Context: an optimization exercise on an open-source flow, tuned for small area, a short achievable clock period and few clock cycles per item. The choices shown serve that exercise and are no tape-out recipe.

==> flow/design.v <==
package tri_setup_pkg;
	localparam int COORD_W   = 12;
	localparam int ROW_W     = 10;                     
	localparam int FRAC_W    = 10;
	localparam int SLOPE_W   = 24;                     
	localparam int QUOT_BITS = 22;                     
	localparam int HDR_W     = 2 * COORD_W + 3 * ROW_W;
	localparam int STAGES    = 2;
	localparam int CNT_W     = $clog2((QUOT_BITS + STAGES - 1) / STAGES + 1);
	typedef logic [COORD_W-1:0] coord_t;
	typedef logic [ROW_W-1:0] row_t;
	typedef logic [COORD_W:0] delta_t;                   
	typedef logic [SLOPE_W-1:0] slope_t;
	typedef logic [QUOT_BITS-1:0] quot_t;
	typedef logic [6*COORD_W-1:0] vtx_word_t;
	typedef logic [HDR_W-1:0] tri_hdr_t;
	typedef logic [HDR_W+3*SLOPE_W-1:0] tri_word_t;
endpackage
`timescale 1ns/10ps
module setup_sequencer (
	input  logic clk100,
	input  logic rst_n,
	input  logic next_frame,
	input  logic vtx_empty,
	input  logic tri_wait,
	input  logic div_last,       
	output logic idle,           
	output logic run,
	output logic vtx_pop,
	output logic tri_push
);
	always_ff @(posedge clk100 or negedge rst_n)
	begin
		if (!rst_n)
		begin
			run      <= 1'b0;
			tri_push <= 1'b0;
		end
		else if (next_frame)
		begin
			run      <= 1'b0;
			tri_push <= 1'b0;
		end
		else
		begin
			run      <= vtx_pop || (run && !div_last);
			tri_push <= run && div_last;
		end
	end
	assign idle    = !run && !tri_push;
	assign vtx_pop = idle && !vtx_empty && !tri_wait && !next_frame;
endmodule
`timescale 1ns/10ps
module vertex_sort (
	input  logic                      clk100,
	input  logic                      idle,
	input  tri_setup_pkg::vtx_word_t  vtx_data,
	output logic [3*(tri_setup_pkg::COORD_W+1)-1:0] dx,   
	output logic [3*(tri_setup_pkg::COORD_W+1)-1:0] dy,
	output tri_setup_pkg::tri_hdr_t   hdr,
	output logic [2:0]                ord          
);
	tri_setup_pkg::coord_t vx [0:2];
	tri_setup_pkg::coord_t vy [0:2];
	tri_setup_pkg::row_t   vr [0:2];
	logic       a_le_b;
	logic       a_le_c;
	logic       b_le_c;
	logic [1:0] i_top;
	logic [1:0] i_mid;
	logic [1:0] i_bot;
	logic       same_row;
	tri_setup_pkg::tri_hdr_t hdr_d;
	always_comb
	begin
		for (int i = 0; i < 3; i++)
		begin
			vx[i] = vtx_data[(5-i)*tri_setup_pkg::COORD_W +: tri_setup_pkg::COORD_W];
			vy[i] = vtx_data[(2-i)*tri_setup_pkg::COORD_W +: tri_setup_pkg::COORD_W];
			vr[i] = vy[i][tri_setup_pkg::COORD_W-1:2];
		end
	end
	assign dx = {{1'b0, vx[1]} - {1'b0, vx[0]}, {1'b0, vx[2]} - {1'b0, vx[0]}, {1'b0, vx[2]} - {1'b0, vx[1]}};
	assign dy = {{1'b0, vy[1]} - {1'b0, vy[0]}, {1'b0, vy[2]} - {1'b0, vy[0]}, {1'b0, vy[2]} - {1'b0, vy[1]}};
	assign a_le_b = !dy[2*(tri_setup_pkg::COORD_W+1)+tri_setup_pkg::COORD_W];
	assign a_le_c = !dy[tri_setup_pkg::COORD_W+1+tri_setup_pkg::COORD_W];
	assign b_le_c = !dy[tri_setup_pkg::COORD_W];
	always_comb
	begin
		case ({a_le_b, a_le_c, b_le_c})
			3'b111:  {i_top, i_mid, i_bot} = {2'd0, 2'd1, 2'd2};
			3'b110:  {i_top, i_mid, i_bot} = {2'd0, 2'd2, 2'd1};
			3'b011:  {i_top, i_mid, i_bot} = {2'd1, 2'd0, 2'd2};
			3'b100:  {i_top, i_mid, i_bot} = {2'd2, 2'd0, 2'd1};
			3'b001:  {i_top, i_mid, i_bot} = {2'd1, 2'd2, 2'd0};
			3'b000:  {i_top, i_mid, i_bot} = {2'd2, 2'd1, 2'd0};
			default: {i_top, i_mid, i_bot} = {2'd0, 2'd1, 2'd2};   
		endcase
	end
	assign same_row = vr[i_top] == vr[i_mid];
	assign hdr_d = {vx[i_top], same_row ? vx[i_mid] : vx[i_top], vr[i_top], vr[i_mid], vr[i_bot]};
	always_ff @(posedge clk100)
	begin
		if (idle)
		begin
			hdr <= hdr_d;
			ord <= {a_le_b, a_le_c, b_le_c};
		end
	end
endmodule
`timescale 1ns/10ps
module slope_issue (
	input  tri_setup_pkg::delta_t dx,
	input  tri_setup_pkg::delta_t dy,
	output logic [tri_setup_pkg::COORD_W:0]   w_init,    
	output logic [tri_setup_pkg::COORD_W-2:0] dvs,       
	output logic [tri_setup_pkg::STAGES-2:0]  bring,     
	output logic [tri_setup_pkg::CNT_W-1:0]   cycles,    
	output logic                              neg
);
	localparam int W = tri_setup_pkg::COORD_W;
	localparam int K = tri_setup_pkg::STAGES;
	logic [W-1:0] a_abs;
	logic [W-1:0] d_abs;
	logic [W-1:0] a_n;
	logic [W-1:0] d_n;
	logic [3:0]   la;
	logic [3:0]   ld;
	logic [W:0]   dx_n;
	logic [W:0]   dy_n;
	logic [4:0]   c;
	logic [2:0]   p;
	assign dx_n  = -dx;
	assign dy_n  = -dy;
	assign a_abs = dx[W] ? dx_n[W-1:0] : dx[W-1:0];
	assign d_abs = dy[W] ? dy_n[W-1:0] : dy[W-1:0];
	assign neg   = dx[W] ^ dy[W];
	always_comb
	begin
		logic [W-1:0] v;
		v = a_abs;
		la[3] = v[W-1:W-8] == '0;  if (la[3]) v = v << 8;
		la[2] = v[W-1:W-4] == '0;  if (la[2]) v = v << 4;
		la[1] = v[W-1:W-2] == '0;  if (la[1]) v = v << 2;
		la[0] = !v[W-1];           if (la[0]) v = v << 1;
		a_n = v;
	end
	always_comb
	begin
		logic [W-1:0] v;
		v = d_abs;
		ld[3] = v[W-1:W-8] == '0;  if (ld[3]) v = v << 8;
		ld[2] = v[W-1:W-4] == '0;  if (ld[2]) v = v << 4;
		ld[1] = v[W-1:W-2] == '0;  if (ld[1]) v = v << 2;
		ld[0] = !v[W-1];           if (ld[0]) v = v << 1;
		d_n = v;
	end
	assign dvs = d_n[W-2:0];
	assign c = (a_n[W-1] && d_n[W-1]) ? 5'd11 + {1'b0, ld} - {1'b0, la} : 5'd0;
	always_comb
	begin
		p = '0;
		cycles = '0;
		for (int v = 0; v <= tri_setup_pkg::QUOT_BITS; v++)
			if (c == v)
			begin
				p = 3'((K - v % K) % K);
				cycles = tri_setup_pkg::CNT_W'((v + K - 1) / K);
			end
	end
	always_comb
	begin
		w_init = {1'b0, a_n};
		bring = '0;
		for (int pp = 1; pp < K; pp++)
			if (p == pp)
			begin
				w_init = {1'b0, a_n} >> pp;
				for (int j = 0; j < pp; j++)
					bring[j] = a_n[pp-1-j];
			end
	end
endmodule
`timescale 1ns/10ps
module slope_divider (
	input  logic                              clk100,
	input  logic                              idle,
	input  logic                              run,
	input  logic [tri_setup_pkg::COORD_W:0]   w_init,
	input  logic [tri_setup_pkg::COORD_W-2:0] dvs_init,
	input  logic [tri_setup_pkg::STAGES-2:0]  bring_init,
	input  logic [tri_setup_pkg::CNT_W-1:0]   cycles_init,
	input  logic                              neg_init,
	output logic                              last,      
	output tri_setup_pkg::quot_t              quot,
	output logic                              neg
);
	localparam int W = tri_setup_pkg::COORD_W;
	localparam int K = tri_setup_pkg::STAGES;
	logic [W:0]                       w;         
	logic [W-2:0]                     dvs;
	logic [K-2:0]                     bring;
	logic [tri_setup_pkg::CNT_W-1:0]  cnt;
	logic [W:0]                       w_nx;
	logic [K-1:0]                     q_nx;
	always_comb
	begin
		logic [W:0]   t;
		logic [W+1:0] r;
		t = w;
		for (int j = 0; j < K; j++)
		begin
			r = {1'b0, t} - {3'b001, dvs};
			q_nx[K-1-j] = !r[W+1];
			t = {(q_nx[K-1-j] ? r[W-1:0] : t[W-1:0]), (j < K - 1) ? bring[j] : 1'b0};
		end
		w_nx = t;
	end
	assign last = cnt <= 1;
	always_ff @(posedge clk100)
	begin
		if (idle)
		begin
			w     <= w_init;
			dvs   <= dvs_init;
			bring <= bring_init;
			cnt   <= cycles_init;
			neg   <= neg_init;
			quot  <= '0;
		end
		else if (run && cnt != 0)
		begin
			w     <= w_nx;
			bring <= '0;
			cnt   <= cnt - 1'b1;
			quot  <= {quot[tri_setup_pkg::QUOT_BITS-1-K:0], q_nx};
		end
	end
endmodule
`timescale 1ns/10ps
module slope_collect (
	input  logic [3*tri_setup_pkg::QUOT_BITS-1:0] quot,    
	input  logic [2:0]               neg,
	input  logic [2:0]               ord,
	input  tri_setup_pkg::tri_hdr_t  hdr,
	output tri_setup_pkg::tri_word_t tri_data
);
	tri_setup_pkg::slope_t s [0:2];
	tri_setup_pkg::slope_t m_long;
	tri_setup_pkg::slope_t m_top;
	tri_setup_pkg::slope_t m_bot;
	logic [1:0] i_top;
	logic [1:0] i_mid;
	logic [1:0] i_bot;
	always_comb
	begin
		tri_setup_pkg::slope_t q;
		for (int k = 0; k < 3; k++)
		begin
			q = {{(tri_setup_pkg::SLOPE_W-tri_setup_pkg::QUOT_BITS){1'b0}}, quot[k*tri_setup_pkg::QUOT_BITS +: tri_setup_pkg::QUOT_BITS]};
			s[k] = neg[k] ? -q : q;
		end
	end
	always_comb
	begin
		case (ord)
			3'b111:  {i_top, i_mid, i_bot} = {2'd0, 2'd1, 2'd2};
			3'b110:  {i_top, i_mid, i_bot} = {2'd0, 2'd2, 2'd1};
			3'b011:  {i_top, i_mid, i_bot} = {2'd1, 2'd0, 2'd2};
			3'b100:  {i_top, i_mid, i_bot} = {2'd2, 2'd0, 2'd1};
			3'b001:  {i_top, i_mid, i_bot} = {2'd1, 2'd2, 2'd0};
			3'b000:  {i_top, i_mid, i_bot} = {2'd2, 2'd1, 2'd0};
			default: {i_top, i_mid, i_bot} = {2'd0, 2'd1, 2'd2};
		endcase
	end
	always_comb
	begin
		case (i_mid)
			2'd0:    m_long = s[0];
			2'd1:    m_long = s[1];
			default: m_long = s[2];
		endcase
		case (i_bot)
			2'd0:    m_top = s[0];
			2'd1:    m_top = s[1];
			default: m_top = s[2];
		endcase
		case (i_top)
			2'd0:    m_bot = s[0];
			2'd1:    m_bot = s[1];
			default: m_bot = s[2];
		endcase
	end
	assign tri_data = {hdr, m_long, m_top, m_bot};
endmodule
`timescale 1ns/10ps
module tri_setup_top (
	input  logic                     clk100,
	input  logic                     rst_n,
	input  logic                     next_frame,
	input  tri_setup_pkg::vtx_word_t vtx_data,
	input  logic                     vtx_empty,
	input  logic                     tri_wait,
	output logic                     vtx_pop,
	output tri_setup_pkg::tri_word_t tri_data,
	output logic                     tri_push
);
	logic                    idle;
	logic                    run;
	logic [3*(tri_setup_pkg::COORD_W+1)-1:0] dx;
	logic [3*(tri_setup_pkg::COORD_W+1)-1:0] dy;
	tri_setup_pkg::tri_hdr_t hdr;
	logic [2:0]              ord;
	logic [2:0]              last;
	logic [3*tri_setup_pkg::QUOT_BITS-1:0] quot;
	logic [2:0]              neg;
	vertex_sort u_sort (
		.clk100   (clk100),
		.idle     (idle),
		.vtx_data (vtx_data),
		.dx       (dx),
		.dy       (dy),
		.hdr      (hdr),
		.ord      (ord)
	);
	for (genvar k = 0; k < 3; k++)
	begin : g_edge
		logic [tri_setup_pkg::COORD_W:0]   w_init;
		logic [tri_setup_pkg::COORD_W-2:0] dvs_init;
		logic [tri_setup_pkg::STAGES-2:0]  bring_init;
		logic [tri_setup_pkg::CNT_W-1:0]   cycles_init;
		logic                              neg_init;
		slope_issue u_issue (
			.dx     (dx[k*(tri_setup_pkg::COORD_W+1) +: tri_setup_pkg::COORD_W+1]),
			.dy     (dy[k*(tri_setup_pkg::COORD_W+1) +: tri_setup_pkg::COORD_W+1]),
			.w_init (w_init),
			.dvs    (dvs_init),
			.bring  (bring_init),
			.cycles (cycles_init),
			.neg    (neg_init)
		);
		slope_divider u_div (
			.clk100      (clk100),
			.idle        (idle),
			.run         (run),
			.w_init      (w_init),
			.dvs_init    (dvs_init),
			.bring_init  (bring_init),
			.cycles_init (cycles_init),
			.neg_init    (neg_init),
			.last        (last[k]),
			.quot        (quot[k*tri_setup_pkg::QUOT_BITS +: tri_setup_pkg::QUOT_BITS]),
			.neg         (neg[k])
		);
	end
	setup_sequencer u_seq (
		.clk100     (clk100),
		.rst_n      (rst_n),
		.next_frame (next_frame),
		.vtx_empty  (vtx_empty),
		.tri_wait   (tri_wait),
		.div_last   (&last),
		.idle       (idle),
		.run        (run),
		.vtx_pop    (vtx_pop),
		.tri_push   (tri_push)
	);
	slope_collect u_collect (
		.quot     (quot),
		.neg      (neg),
		.ord      (ord),
		.hdr      (hdr),
		.tri_data (tri_data)
	);
endmodule
clock: 4.5 ns
lec_check: 0
cap_margin: 20
core_margin: 2
core_utilization: 40
slew_margin: 20
run.sh (not shown) runs the stock make flow with config.mk's settings and CLKGATE_MAP_FILE= SYNTH_SCRIPT=/design/flow/synth_recipe.tcl, a recipe that flattens the netlist after the stock synthesis.
The starting point reached the layout checks and failed them: negative setup slack.
Edit:
--- a/flow/design.v
+++ b/flow/design.v
@@ -2,13 +2,13 @@
 	localparam int COORD_W   = 12;
 	localparam int ROW_W     = 10;                     
 	localparam int FRAC_W    = 10;
 	localparam int SLOPE_W   = 24;                     
 	localparam int QUOT_BITS = 22;                     
 	localparam int HDR_W     = 2 * COORD_W + 3 * ROW_W;
-	localparam int STAGES    = 2;
+	localparam int STAGES    = 5;
 	localparam int CNT_W     = $clog2((QUOT_BITS + STAGES - 1) / STAGES + 1);
 	typedef logic [COORD_W-1:0] coord_t;
 	typedef logic [ROW_W-1:0] row_t;
 	typedef logic [COORD_W:0] delta_t;                   
 	typedef logic [SLOPE_W-1:0] slope_t;
 	typedef logic [QUOT_BITS-1:0] quot_t;
After rerunning: The changed run finished but fails on negative setup slack; via count rose by a quarter to a third; routed wire length went up by a quarter to a third; final cell count climbs by a quarter to a third; critical path depth rises by 34; maximum frequency came out lower by well over a third; worst setup slack loses 6.0 ns; clock-buffer cell count went down by 5; die area went up by a quarter to a third; hold slack is worse by 0.031 ns; core utilization climbs by 2.1 points.
No functional check of the RTL was part of any run of this note.

[static timing again, ports no longer ideal]
The results above use ideal ports. As a check the final layouts listed here were re-extracted and re-timed, cells and wires unchanged. Step 1 assumes that a clkbuf_16 drives the clock port and a buf_2 every other input. Step 2 times the ports against the registers' clock, not the clock port: input delays grow and output delays shrink by t, the midpoint of the rising clock arrivals with the driver on. a / b / c = ideal ports / drivers / drivers and shift; a / b = the first two.
run | t, ns | setup slack, ns | hold slack, ns | clock arrival spread, ns
the first run | 0.637 | -1.410 / -1.398 / -2.035 | 0.480 / 0.450 / 0.481 | 0.017 / 0.016
the second run | 0.674 | -7.380 / -7.380 / -7.380 | 0.449 / 0.411 / 0.493 | 0.018 / 0.018
The setup slack of the first run, which loses most, moves by +0.012 ns with the drivers and by -0.625 ns with both steps.
